This design comes from an exercise in tuning for small area, a short achievable clock period and few clock cycles per item on the open sky130 flow, not from production work. Function was checked by simulation only, so behaviour that the tests miss may differ from the original. Power figures rest on the tool's default switching activity, not on a simulated workload.

## alu_unit_top
module alu_unit_top #(
    parameter int ND = 2     
) (
    input  logic        clk,
    input  logic        rst,
    input  logic        req_i,
    input  logic [68:0] cmd_i,
    output logic        ack_o,
    output logic [31:0] result_o
);
    logic [4:0]  op;
    logic [31:0] a, b;
    assign op = cmd_i[68:64];
    assign a  = cmd_i[63:32];
    assign b  = cmd_i[31:0];
    logic        ack_q, busy_q, div_q, fix_q, sel_q;
    logic [3:0]  cnt_q;
    logic [31:0] hi_q, lo_q, res_q;
    logic        hx_q;       
    logic        bp_q;       
    logic        negq_q, negr_q;
    logic        ms_q;       
    logic        sh_q;       
    logic start;
    assign start = req_i && !ack_q && !busy_q;
    logic is_mul, is_div, mul_s, div_s;
    assign is_mul = (op == 5'd11) || (op == 5'd12);
    assign is_div = (op == 5'd13) || (op == 5'd14);
    assign mul_s  = (op == 5'd11);
    assign div_s  = (op == 5'd13);
    logic [32:0] addsub;
    logic        sub;
    assign sub    = op[0] | op[1];    
    assign addsub = {1'b0, a} + {1'b0, b ^ {32{sub}}} + {32'b0, sub};
    logic lt_s, lt_u;
    assign lt_u = !addsub[32];
    assign lt_s = (a[31] ^ b[31]) ? a[31] : addsub[31];
    logic        shl;
    logic [31:0] sh_in, sh_out, sh_rev;
    logic [63:0] sh_ext;
    assign shl = (op == 5'd8);
    always_comb begin
        for (int i = 0; i < 32; i++) sh_in[i] = shl ? a[31-i] : a[i];
    end
    assign sh_ext = {{32{(op == 5'd10) && a[31]}}, sh_in} >> b[4:0];
    assign sh_out = sh_ext[31:0];
    always_comb begin
        for (int i = 0; i < 32; i++) sh_rev[i] = sh_out[31-i];
    end
    logic s_add, s_and, s_or, s_xor, s_nor, s_slt, s_sltu, s_sll, s_srx, s_mfhi;
    assign s_add  = (op == 5'd0) || (op == 5'd1);
    assign s_and  = (op == 5'd2);
    assign s_or   = (op == 5'd3);
    assign s_xor  = (op == 5'd4);
    assign s_nor  = (op == 5'd5);
    assign s_slt  = (op == 5'd6);
    assign s_sltu = (op == 5'd7);
    assign s_sll  = (op == 5'd8);
  ...
export LEC_CHECK = 0
export ABC_AREA = 1
export CAP_MARGIN = 20
export CORE_MARGIN = 2
export CORE_UTILIZATION = 40
export SETUP_SLACK_MARGIN = 5
export SLEW_MARGIN = 20
create_clock -name core_clock -period 11.5 [get_ports {clk}]
standard.sh (not shown) runs the stock make flow with config.mk's settings and CLKGATE_MAP_FILE= SYNTH_SCRIPT=/design/flow/synth_recipe.tcl, a recipe that flattens the netlist after the stock synthesis.
==> flow/flow/run.sh <==
#!/bin/bash
# Standard ORFS layout (the standard.sh, standard synthesis unchanged) with
# two layout-only changes: ports buffered with buf_2 instead of the delay-cell
# buffer buffer_ports picks by default, and a larger setup repair margin.
set -o pipefail
bash standard.sh \
    "BUFFER_PORTS_ARGS=-buffer_cell sky130_fd_sc_hd__buf_2" \
    SETUP_SLACK_MARGIN=7.5 \
    TNS_END_PERCENT=5 \
    finish > standard.log 2>&1
Testbench counts at the start, summed over its fixed seeds: cycles 8,189, items 2,400.
==> next run, changes <==
--- a/flow/flow/run.sh
+++ b/flow/flow/run.sh
@@ -8,2 +8 @@
-    SETUP_SLACK_MARGIN=7.5 \
-    TNS_END_PERCENT=5 \
+    SETUP_SLACK_MARGIN=6.75 \
Effect: Core utilization is lower by 0.69 points. Fmax is higher slightly. Hold slack hardly moves. Power is lower by a few percent. Final area is lower slightly. Routed wire length is lower by a few percent. Global-route usage is lower by 3.5 points. Non-clock buffer count is higher by 24.
==> next run, changes <==
--- a/flow/flow/run.sh
+++ b/flow/flow/run.sh
@@ -8 +8 @@
-    SETUP_SLACK_MARGIN=6.75 \
+    SETUP_SLACK_MARGIN=5.75 \
--- a/flow/config.mk
+++ b/flow/config.mk
@@ -11 +11 @@
-export CORE_UTILIZATION = 40
+export CORE_UTILIZATION = 56
- setup slack gets worse by 0.90 ns
- maximum frequency shrinks by 16%
- register-to-register slack gets worse by 0.83 ns
- final area shrinks by about 16%
- hold slack gets better by 0.0062 ns
- critical path depth does not change
- non-clock buffer count shrinks by 234
==> next run, changes <==
--- a/flow/flow/run.sh
+++ b/flow/flow/run.sh
@@ -8 +8 @@
-    SETUP_SLACK_MARGIN=5.75 \
+    SETUP_SLACK_MARGIN=6.25 \
--- a/flow/config.mk
+++ b/flow/config.mk
@@ -11 +11 @@
-export CORE_UTILIZATION = 56
+export CORE_UTILIZATION = 50
Die area rises by roughly a tenth.
First-iteration DRC count fell by roughly a tenth.
Sequential share of layout area falls by 0.42 points.
Design area went up by a few percent.
Wire length climbs by a few percent.
Critical path depth drops by 1.
Via count stays flat.
Sequential cell count stays the same.
Total power increases by a few percent.
Register-to-register slack improved by 0.31 ns.
Non-clock buffer count climbs by 79.

## afterwards: timing with drivers on the ports
Ports are ideal in the flow. The routed layouts listed here were re-timed in OpenROAD.
Step 1 (the two cells are an assumption about what drives the block):
set clk [get_ports {clk}]
set_driving_cell -lib_cell sky130_fd_sc_hd__clkbuf_16 $clk
set_driving_cell -lib_cell sky130_fd_sc_hd__buf_2 [delete_from_list [all_inputs] $clk]
Step 2 adds t to the input delays and takes it off the output delays; t is the mean of the earliest and latest rising clock arrival at the registers after step 1. Input paths then give back, and output paths get back, about the clock's delay inside the block.
Three values: ideal ports, drivers, drivers and shift; two values: the first two.
run	t (ns)	setup WS [ns]	latest minus earliest clock arrival (ns)	worst data-port slew with drivers (ns)
the first run	0.476	6.654 / 6.703 / 6.227	0.021 / 0.020	0.07
the second run	0.461	6.677 / 6.606 / 6.145	0.011 / 0.011	0.17
the third run	0.468	5.774 / 5.818 / 5.350	0.012 / 0.013	0.04
the fourth run	0.464	6.178 / 6.209 / 5.757	0.019 / 0.019	0.04
After both steps setup and hold are still met in every run listed. For the second run, which loses most, drivers alone change the setup slack by -0.071 ns; drivers and shift together by -0.532 ns.
